Background: an optimization exercise with open tools, aiming at small area, a short achievable clock period and few clock cycles. Do not read the settings as production practice.
Only simulation tests tie the RTL to the original design; equivalence was not proved.

Design yuv_rgb_top, start of the top module:
module yuv_rgb_top #(
   parameter int PIXEL_PAIRS = 38400,  
   parameter int U_BASE      = 38400,
   parameter int V_BASE      = 57600,
   parameter int RGB_BASE    = 146944
) (
   input  logic        CLOCK,
   input  logic        Resetn,
   input  logic        start,
   output logic        done,
   output logic [17:0] sram_address,
   output logic [15:0] sram_write_data,
   input  logic [15:0] sram_read_data,
   output logic        sram_we_n
);
   localparam logic [16:0] WP_FIRST = 17'(RGB_BASE - 131072);
   localparam logic [16:0] WP_LAST  = 17'(RGB_BASE + 3 * PIXEL_PAIRS - 1 - 131072);
   logic        busy;      
   logic        pro;       
   logic [4:0]  q;         
   logic        w;         
   logic [15:0] yp;        
   logic [16:0] wp;        
   wire accept  = !busy && start;
   wire wr_next = busy && !pro && (q[4] || q[0] || q[2]) && !done;
   wire rd_y    = w && (q[1] || q[3]);
  ...
Size in the first run: roughly 1800 cells after synthesis, roughly 55 I/O pins.
Settings: LEC_CHECK=0, CAP_MARGIN=20, CORE_MARGIN=2, CORE_UTILIZATION=40, SLEW_MARGIN=20; clock period 13.0 ns.
standard.sh (not shown) runs the stock make flow with config.mk's settings and CLKGATE_MAP_FILE= SYNTH_SCRIPT=/design/flow/synth_recipe.tcl, a recipe that flattens the netlist after the stock synthesis.
==> flow/flow/run.sh <==
#!/bin/bash
# The standard layout, with timing repair aiming at 9 ns of setup slack
# (the clock period is unchanged). The make output goes to standard.log.
bash standard.sh SETUP_SLACK_MARGIN=9 finish > standard.log 2>&1
Testbench counts at the start, summed over its fixed seeds: cycles 576,033.
Then changed:
==> flow/flow/run.sh (replaced) <==
#!/bin/bash
# The standard layout, with timing repair aiming at 10 ns of setup slack
# (the clock period is unchanged). The make output goes to standard.log.
bash standard.sh SETUP_SLACK_MARGIN=10 finish > standard.log 2>&1
Worst setup slack gets better by 0.073 ns.
Global-route usage goes up by 2.2 points.
Sequential share of layout area fell by 4.4 points.
Synthesized cell count is unchanged.
Utilization went up by 7.1 points.
Then changed:
==> flow/run.sh (new file) <==
#!/bin/bash
# synth_recipe.tcl (not shown) runs the flow's synth.tcl, then flattens the netlist and writes it again
# the make line also repeats each setting of config.mk as NAME=value (left out here)
make -C /OpenROAD-flow-scripts/flow DESIGN_CONFIG=/design/flow/config.mk WORK_HOME=/design/flow/orfs CLKGATE_MAP_FILE= SYNTH_SCRIPT=/design/flow/synth_recipe.tcl finish
removed: flow/flow/run.sh
removed: flow/standard.sh
Non-clock buffer count decreases by 145; worst hold slack is about the same; die area stays the same; core utilization decreases by 8.3 points; fmax decreases by a quarter to a third; wire length decreases by roughly a tenth; count of clock-buffer cells in the layout decreases by 3; setup slack loses 1.5 ns.
Then changed:
==> flow/flow/run.sh (new file) <==
#!/bin/bash
# The standard layout, with timing repair aiming at 8 ns of setup slack
# (the clock period is unchanged). The make output goes to standard.log.
bash standard.sh SETUP_SLACK_MARGIN=8 finish > standard.log 2>&1
==> flow/standard.sh (new file) <==
#!/bin/bash
# synth_recipe.tcl (not shown) runs the flow's synth.tcl, then flattens the netlist and writes it again
# the make line also repeats each setting of config.mk as NAME=value (left out here)
make -C /OpenROAD-flow-scripts/flow DESIGN_CONFIG=/design/flow/config.mk WORK_HOME=/design/flow/orfs CLKGATE_MAP_FILE= SYNTH_SCRIPT=/design/flow/synth_recipe.tcl "${@:-finish}"
removed: flow/run.sh
- area after synthesis stays the same
- utilization increases by 0.10 points
- clock-buffer cell count stays the same
- cell area hardly moves
- synthesized cell count is unchanged
- first-iteration DRC count increases by 4.2%

Another version of the RTL of yuv_rgb_top (not shown whole).
Size in the first run: about 1800 cells after synthesis, roughly 250 flip-flops.
clock: 13.0 ns
lec_check: 0
cap_margin: 20
core_margin: 2
core_utilization: 40
slew_margin: 20
==> flow/flow/run.sh <==
#!/bin/bash
# The standard layout, with two changes to how it is made (the clock period
# and constraints are unchanged):
#  - timing repair aims at 9.1 ns of setup slack;
#  - the port buffers are buf_1 cells instead of the default delay buffers.
# The make output goes to standard.log.
bash standard.sh "BUFFER_PORTS_ARGS=-buffer_cell sky130_fd_sc_hd__buf_1" SETUP_SLACK_MARGIN=9.1 finish > standard.log 2>&1
Testbench counts at the start, summed over its fixed seeds: cycles 576,033.
Rerun with:
==> flow/flow/run.sh (replaced) <==
#!/bin/bash
# The standard layout, with two changes to how it is made (the clock period
# and constraints are unchanged):
#  - timing repair aims at 9 ns of setup slack;
#  - the port buffers are buf_1 cells instead of the default delay buffers.
# The make output goes to standard.log.
bash standard.sh "BUFFER_PORTS_ARGS=-buffer_cell sky130_fd_sc_hd__buf_1" SETUP_SLACK_MARGIN=9 finish > standard.log 2>&1
Settings changed: ABC_AREA set to 1, CTS_BUF_LIST set to sky130_fd_sc_hd__clkbuf_4.
=> Wire length is higher by 8.4%. Worst setup slack is better by 70 ps. Global-route usage increases by 2.6 points. Final cell count increases by 14%. Register-to-register slack gains 70 ps. Via count climbs by 8.6%. Clock skew rises by 52 ps. Cell area falls by 6.1%. Sequential share of layout area climbs by 2.0 points. Utilization is lower by 2.3 points.
Rerun with:
==> flow/flow/run.sh (replaced) <==
#!/bin/bash
# The standard layout, with two changes to how it is made (the clock period
# and constraints are unchanged):
#  - timing repair aims at 9.6 ns of setup slack;
#  - the port buffers are buf_2 cells instead of the default delay buffers.
# The make output goes to standard.log.
bash standard.sh "BUFFER_PORTS_ARGS=-buffer_cell sky130_fd_sc_hd__buf_2" SETUP_SLACK_MARGIN=9.6 finish > standard.log 2>&1
Settings changed: ABC_AREA 1 to unset, CTS_BUF_LIST sky130_fd_sc_hd__clkbuf_4 to unset.
Result:
- first-iteration DRC count went up by 5.8%
- setup slack improves by 110 ps
- design area went up by 12%

## harbor
yuv_rgb_top, a different RTL version from the one above (not shown whole).
Size in the first run: ~250 flip-flops, ~16,000 um^2 of cells after synthesis.
clock: 13.0 ns
lec_check: 0
abc_area: 1
cap_margin: 20
core_margin: 2
core_utilization: 40
cts_buf_list: sky130_fd_sc_hd__clkbuf_8
slew_margin: 20
==> flow/flow/run.sh <==
#!/bin/bash
# The standard layout, with three changes to how it is made (the clock period
# and constraints are unchanged):
#  - timing repair aims at 9.15 ns of setup slack;
#  - the port buffers are buf_1 cells instead of the default delay buffers;
#  - clock tree synthesis (clkbuf_8 cells) adds no dummy loads.
# The make output goes to standard.log.
bash standard.sh "BUFFER_PORTS_ARGS=-buffer_cell sky130_fd_sc_hd__buf_1" \
  "CTS_ARGS=-sink_clustering_enable -repair_clock_nets -buf_list sky130_fd_sc_hd__clkbuf_8 -dont_use_dummy_load" \
  SETUP_SLACK_MARGIN=9.15 finish > standard.log 2>&1
harbor: all stages complete, timing, DRC and antenna checks passed
Testbench counts of harbor, summed over its fixed seeds: cycles 576,033.
--- input diff harbor..lagoon ---
--- a/flow/flow/run.sh
+++ b/flow/flow/run.sh
@@ -4 +4 @@
-#  - timing repair aims at 9.15 ns of setup slack;
+#  - timing repair aims at 8.8 ns of setup slack;
@@ -10 +10 @@
-  SETUP_SLACK_MARGIN=9.15 finish > standard.log 2>&1
+  SETUP_SLACK_MARGIN=8.8 finish > standard.log 2>&1
==> comparison <==
lagoon: all stages complete, timing, DRC and antenna checks passed. Summary of lagoon over harbor: max-cap check violation count held steady; period utilization grew by 2.8 points; cell area shrank by 0.44%.
Input changes introduced in xenon (baseline for comparison: lagoon):
==> flow/flow/run.sh <==
#!/bin/bash
# The standard layout, with two changes to how it is made (the clock period
# and constraints are unchanged):
#  - timing repair aims at 9 ns of setup slack;
#  - the port buffers are buf_1 cells instead of the default delay buffers.
# The make output goes to standard.log.
bash standard.sh "BUFFER_PORTS_ARGS=-buffer_cell sky130_fd_sc_hd__buf_1" SETUP_SLACK_MARGIN=9 finish > standard.log 2>&1
## What came out
- Final wirelength (xenon vs. lagoon) increases slightly
- Summary of xenon over lagoon: met3 global-route usage up 0.69 points; synthesized area flat.
## Diff of input files: zinc against xenon
==> flow/flow/run.sh <==
#!/bin/bash
# The standard layout, with three changes to how it is made (the clock period
# and constraints are unchanged):
#  - timing repair aims at 9 ns of setup slack;
#  - the port buffers are buf_1 cells instead of the default delay buffers;
#  - clock tree synthesis (clkbuf_8 cells) adds no dummy loads.
# The make output goes to standard.log.
bash standard.sh "BUFFER_PORTS_ARGS=-buffer_cell sky130_fd_sc_hd__buf_1" \
  "CTS_ARGS=-sink_clustering_enable -repair_clock_nets -buf_list sky130_fd_sc_hd__clkbuf_8 -dont_use_dummy_load" \
  SETUP_SLACK_MARGIN=9 finish > standard.log 2>&1
Results
zinc reached the final stage; the timing, DRC and antenna checks on its layout passed.
The higher fmax came out of xenon.
Max ratio of final minimum period to clock period across zinc and xenon: zinc
xenon → zinc: signed area change from the synthesized netlist to the final layout -2.1 points, final standard cell area without fillers -about 1.9%, post-CTS resize count +1.
In the flow results for zinc and xenon, the worst setup slack after layout is smaller on zinc.
When the final numbers for zinc and xenon were put side by side, the relative slew slack turned out to be smaller in xenon.
Where routed wire length is concerned, xenon is outperformed by zinc.

== indigo ==
RTL: one of the versions met above, not the one the previous note started from.
Size: about 2100 cells after synthesis, ~250 flip-flops.
// yuv_rgb_top
module yuv_rgb_top #(
   parameter int PIXEL_PAIRS = 38400,  
   parameter int U_BASE      = 38400,
   parameter int V_BASE      = 57600,
   parameter int RGB_BASE    = 146944
) (
   input  logic        CLOCK,
   input  logic        Resetn,
   input  logic        start,
   output logic        done,
   output logic [17:0] sram_address,
   output logic [15:0] sram_write_data,
   input  logic [15:0] sram_read_data,
   output logic        sram_we_n
);
export LEC_CHECK = 0
export ABC_AREA = 1
export CAP_MARGIN = 20
export CORE_MARGIN = 2
export CORE_UTILIZATION = 40
export SLEW_MARGIN = 20
create_clock -name core_clock -period 13.0 [get_ports {CLOCK}]
==> flow/flow/run.sh <==
#!/bin/bash
# The standard layout, with two changes to how it is made (the clock period
# and constraints are unchanged):
#  - timing repair aims at 9 ns of setup slack;
#  - the port buffers are buf_1 cells instead of the default delay buffers.
# The make output goes to standard.log.
bash standard.sh "BUFFER_PORTS_ARGS=-buffer_cell sky130_fd_sc_hd__buf_1" SETUP_SLACK_MARGIN=9 finish > standard.log 2>&1
Testbench counts of indigo, summed over its fixed seeds: cycles 576,033.
Relative to indigo, the following input files were edited for onyx:
Settings: swapping 40 for 50 in CORE_UTILIZATION; clearing ABC_AREA, which used to be 1.
==> flow/flow/run.sh <==
#!/bin/bash
# The standard layout, with two changes to how it is made (the clock period
# and constraints are unchanged):
#  - timing repair aims at 9 ns of setup slack;
#  - the port buffers are buf_2 cells instead of the default delay buffers.
# The make output goes to standard.log.
bash standard.sh "BUFFER_PORTS_ARGS=-buffer_cell sky130_fd_sc_hd__buf_2" SETUP_SLACK_MARGIN=9 finish > standard.log 2>&1
--- outcome ---
Changes observed in onyx relative to indigo: final instance area increased about 2%; slack of the critical path down 0.094 ns; area after synthesis level.
indigo → onyx: number of tap cells added at floorplan dropped 83, total die area fell by 20%.
Input changes introduced in tundra (baseline for comparison: onyx):
Settings: putting ABC_AREA at 1 where nothing was set; putting CTS_BUF_LIST at sky130_fd_sc_hd__clkbuf_8 where nothing was set; swapping 50 for 40 in CORE_UTILIZATION.
==> flow/flow/run.sh <==
#!/bin/bash
# The standard layout, with three changes to how it is made (the clock period
# and constraints are unchanged):
#  - timing repair aims at 9 ns of setup slack;
#  - the port buffers are buf_1 cells instead of the default delay buffers;
#  - clock tree synthesis (clkbuf_8 cells) adds no dummy loads.
# The make output goes to standard.log.
bash standard.sh "BUFFER_PORTS_ARGS=-buffer_cell sky130_fd_sc_hd__buf_1" \
  "CTS_ARGS=-sink_clustering_enable -repair_clock_nets -buf_list sky130_fd_sc_hd__clkbuf_8 -dont_use_dummy_load" \
  SETUP_SLACK_MARGIN=9 finish > standard.log 2>&1
--- outcome ---
Min number of H-tree branching levels across tundra and onyx: onyx. Taking onyx as the reference, in tundra via count of the first global-routing pass higher; area added between synthesis and finish went down. onyx reports its kind of critical path as flip-flop to flip-flop while tundra reports input port to flip-flop. On die area: between tundra and onyx, it ends up higher for tundra. Against onyx, number of distinct library cell variants in the gate-level netlist after synthesis in tundra fell by more than a quarter. Compared with onyx, pin count of the biggest net entering global routing in tundra decreased by more than 10%. Between tundra and onyx, the critical path's largest stage delay does not differ in any meaningful way.
## Diff of input files: cedar against tundra
Settings: ABC_AREA: 1 -> unset; CTS_BUF_LIST: sky130_fd_sc_hd__clkbuf_8 -> unset.
==> flow/flow/run.sh <==
#!/bin/bash
# The standard layout, with two changes to how it is made (the clock period
# and constraints are unchanged):
#  - timing repair aims at 9 ns of setup slack;
#  - the port buffers are buf_2 cells instead of the default delay buffers.
# The make output goes to standard.log.
bash standard.sh "BUFFER_PORTS_ARGS=-buffer_cell sky130_fd_sc_hd__buf_2" SETUP_SLACK_MARGIN=9 finish > standard.log 2>&1
Findings:
Looking at sequential share of layout area, cedar sits below tundra.
In the metrics for tundra and cedar, the one carrying the lower routed wire length is cedar.
NOTE: non-clock buffer contribution to total cell area in cedar exceeds that of tundra
The clock network latency to the later pin of the worst-skew pair in cedar sits 0.09 ns below the value recorded for tundra.
Compared with tundra, the router placed fewer vias in cedar.
Looking at tap cell instance count, cedar sits above tundra.
The post-placement worst setup slack in cedar was lower than what tundra gave.
In the metrics for tundra and cedar, the one carrying the lower count of nets after finishing is cedar.
tundra reached the final stage; the timing, DRC and antenna checks on its layout passed.
cedar finished every step from synthesis to the final layout, and the layout passed the timing, DRC and antenna checks.
Comparing tundra and cedar, the lower final worst slack was measured on cedar.

yuv_rgb_top again, from the RTL that the note above started with.
==> flow/config.mk <==
export PLATFORM = sky130hd
export DESIGN_NAME = yuv_rgb_top
export DESIGN_NICKNAME = yuv_rgb_top
export VERILOG_FILES = /design/flow/design.v
export SDC_FILE = /design/flow/constraint.sdc
export NUM_CORES = 4
export LEC_CHECK = 0
export CAP_MARGIN = 20
export CORE_MARGIN = 2
export CORE_UTILIZATION = 40
export SLEW_MARGIN = 20
==> flow/constraint.sdc <==
create_clock -name core_clock -period 13.0 [get_ports {CLOCK}]
set_input_delay 2.6000 -clock core_clock [delete_from_list [all_inputs] [get_ports {CLOCK}]]
set_output_delay 2.6000 -clock core_clock [all_outputs]
set_load 0.01 [all_outputs]
==> flow/flow/run.sh <==
#!/bin/bash
# The standard layout, with two changes to how it is made (the clock period
# and constraints are unchanged):
#  - timing repair aims at 9 ns of setup slack;
#  - the port buffers are buf_1 cells instead of the default delay buffers.
# The make output goes to standard.log.
bash standard.sh "BUFFER_PORTS_ARGS=-buffer_cell sky130_fd_sc_hd__buf_1" SETUP_SLACK_MARGIN=9 finish > standard.log 2>&1
Testbench counts at the start, summed over its fixed seeds: cycles 576,033.
Change:
ABC_AREA = 1   (was default)
CTS_BUF_LIST = sky130_fd_sc_hd__clkbuf_8   (was default)
=> The new run finished with timing, DRC and antenna clean. Worst hold slack hardly moves. First-iteration DRC count goes up by 16%. Design area decreases by 0.91%. Critical path depth is unchanged. Non-clock buffer count shrinks by 13. Global-route usage grows by 3.2 points.
Change:
==> flow/flow/run.sh (replaced) <==
#!/bin/bash
# The standard layout, with two changes to how it is made (the clock period
# and constraints are unchanged):
#  - timing repair aims at 9.3 ns of setup slack;
#  - the port buffers are buf_2 cells instead of the default delay buffers.
# The make output goes to standard.log.
bash standard.sh "BUFFER_PORTS_ARGS=-buffer_cell sky130_fd_sc_hd__buf_2" SETUP_SLACK_MARGIN=9.3 finish > standard.log 2>&1
ABC_AREA = default   (was 1)
CTS_BUF_LIST = default   (was sky130_fd_sc_hd__clkbuf_8)
Effect:
- synthesized cell count fell by 13%
- utilization rose by 3.7 points
- die area is about the same
- routed wire length fell by 3.2%
- count of clock-buffer cells in the layout fell by 23
- final area rose by about 10%
- worst setup slack gains 0.12 ns
- global-route usage fell by 2.1 points

==> afterwards: timing with drivers on the ports <==
The results above use ideal ports. As a check the final layouts listed here were re-extracted and re-timed, cells and wires unchanged. Step 1: set_driving_cell puts a clkbuf_16 on CLOCK and a buf_2 on each other input, an assumption about the parent block. Step 2 moves the port delays by t, midway between the first and last clock arrival at a register: inputs arrive t later, outputs are due t later. That takes back most of the time a late clock gives input paths. a / b / c = no drivers / after step 1 / after step 2; a / b = the first two.
| run | shift t [ns] | slack for setup (ns) | worst data-port slew with drivers (ns) |
|---|---|---|---|
| the first run of note 1 | 0.600 | 9.071 / 9.035 / 8.952 | 0.03 |
| the second run of note 1 | 0.616 | 9.144 / 9.144 / 9.144 | 0.04 |
| the third run of note 1 | 0.605 | 7.659 / 7.659 / 7.659 | 0.04 |
| the fourth run of note 1 | 0.603 | 8.221 / 8.221 / 8.221 | 0.04 |
| the first run of note 2 | 0.597 | 9.017 / 9.017 / 8.852 | 0.03 |
| the second run of note 2 | 0.787 | 9.087 / 9.044 / 8.468 | 0.03 |
| the third run of note 2 | 0.611 | 9.197 / 9.197 / 9.126 | 0.03 |
| harbor | 0.591 | 9.262 / 9.216 / 8.743 | 0.03 |
| lagoon | 0.593 | 8.899 / 8.899 / 8.397 | 0.03 |
| xenon | 0.621 | 9.155 / 9.169 / 8.568 | 0.03 |
| zinc | 0.594 | 9.134 / 9.154 / 8.574 | 0.03 |
| indigo | 0.627 | 9.129 / 9.129 / 8.568 | 0.03 |
| onyx | 0.592 | 9.035 / 9.035 / 8.860 | 0.03 |
| tundra | 0.624 | 9.102 / 9.123 / 8.499 | 0.03 |
| cedar | 0.589 | 9.047 / 9.047 / 8.898 | 0.03 |
| the first run of note 5 | 0.594 | 9.088 / 9.088 / 8.854 | 0.03 |
| the second run of note 5 | 0.667 | 9.095 / 9.095 / 8.607 | 0.03 |
| the third run of note 5 | 0.613 | 9.216 / 9.216 / 8.953 | 0.03 |
After both steps setup and hold are still met in every run listed. For the second run of note 2, which loses most, drivers alone change the setup slack by -0.043 ns; drivers and shift together by -0.619 ns.
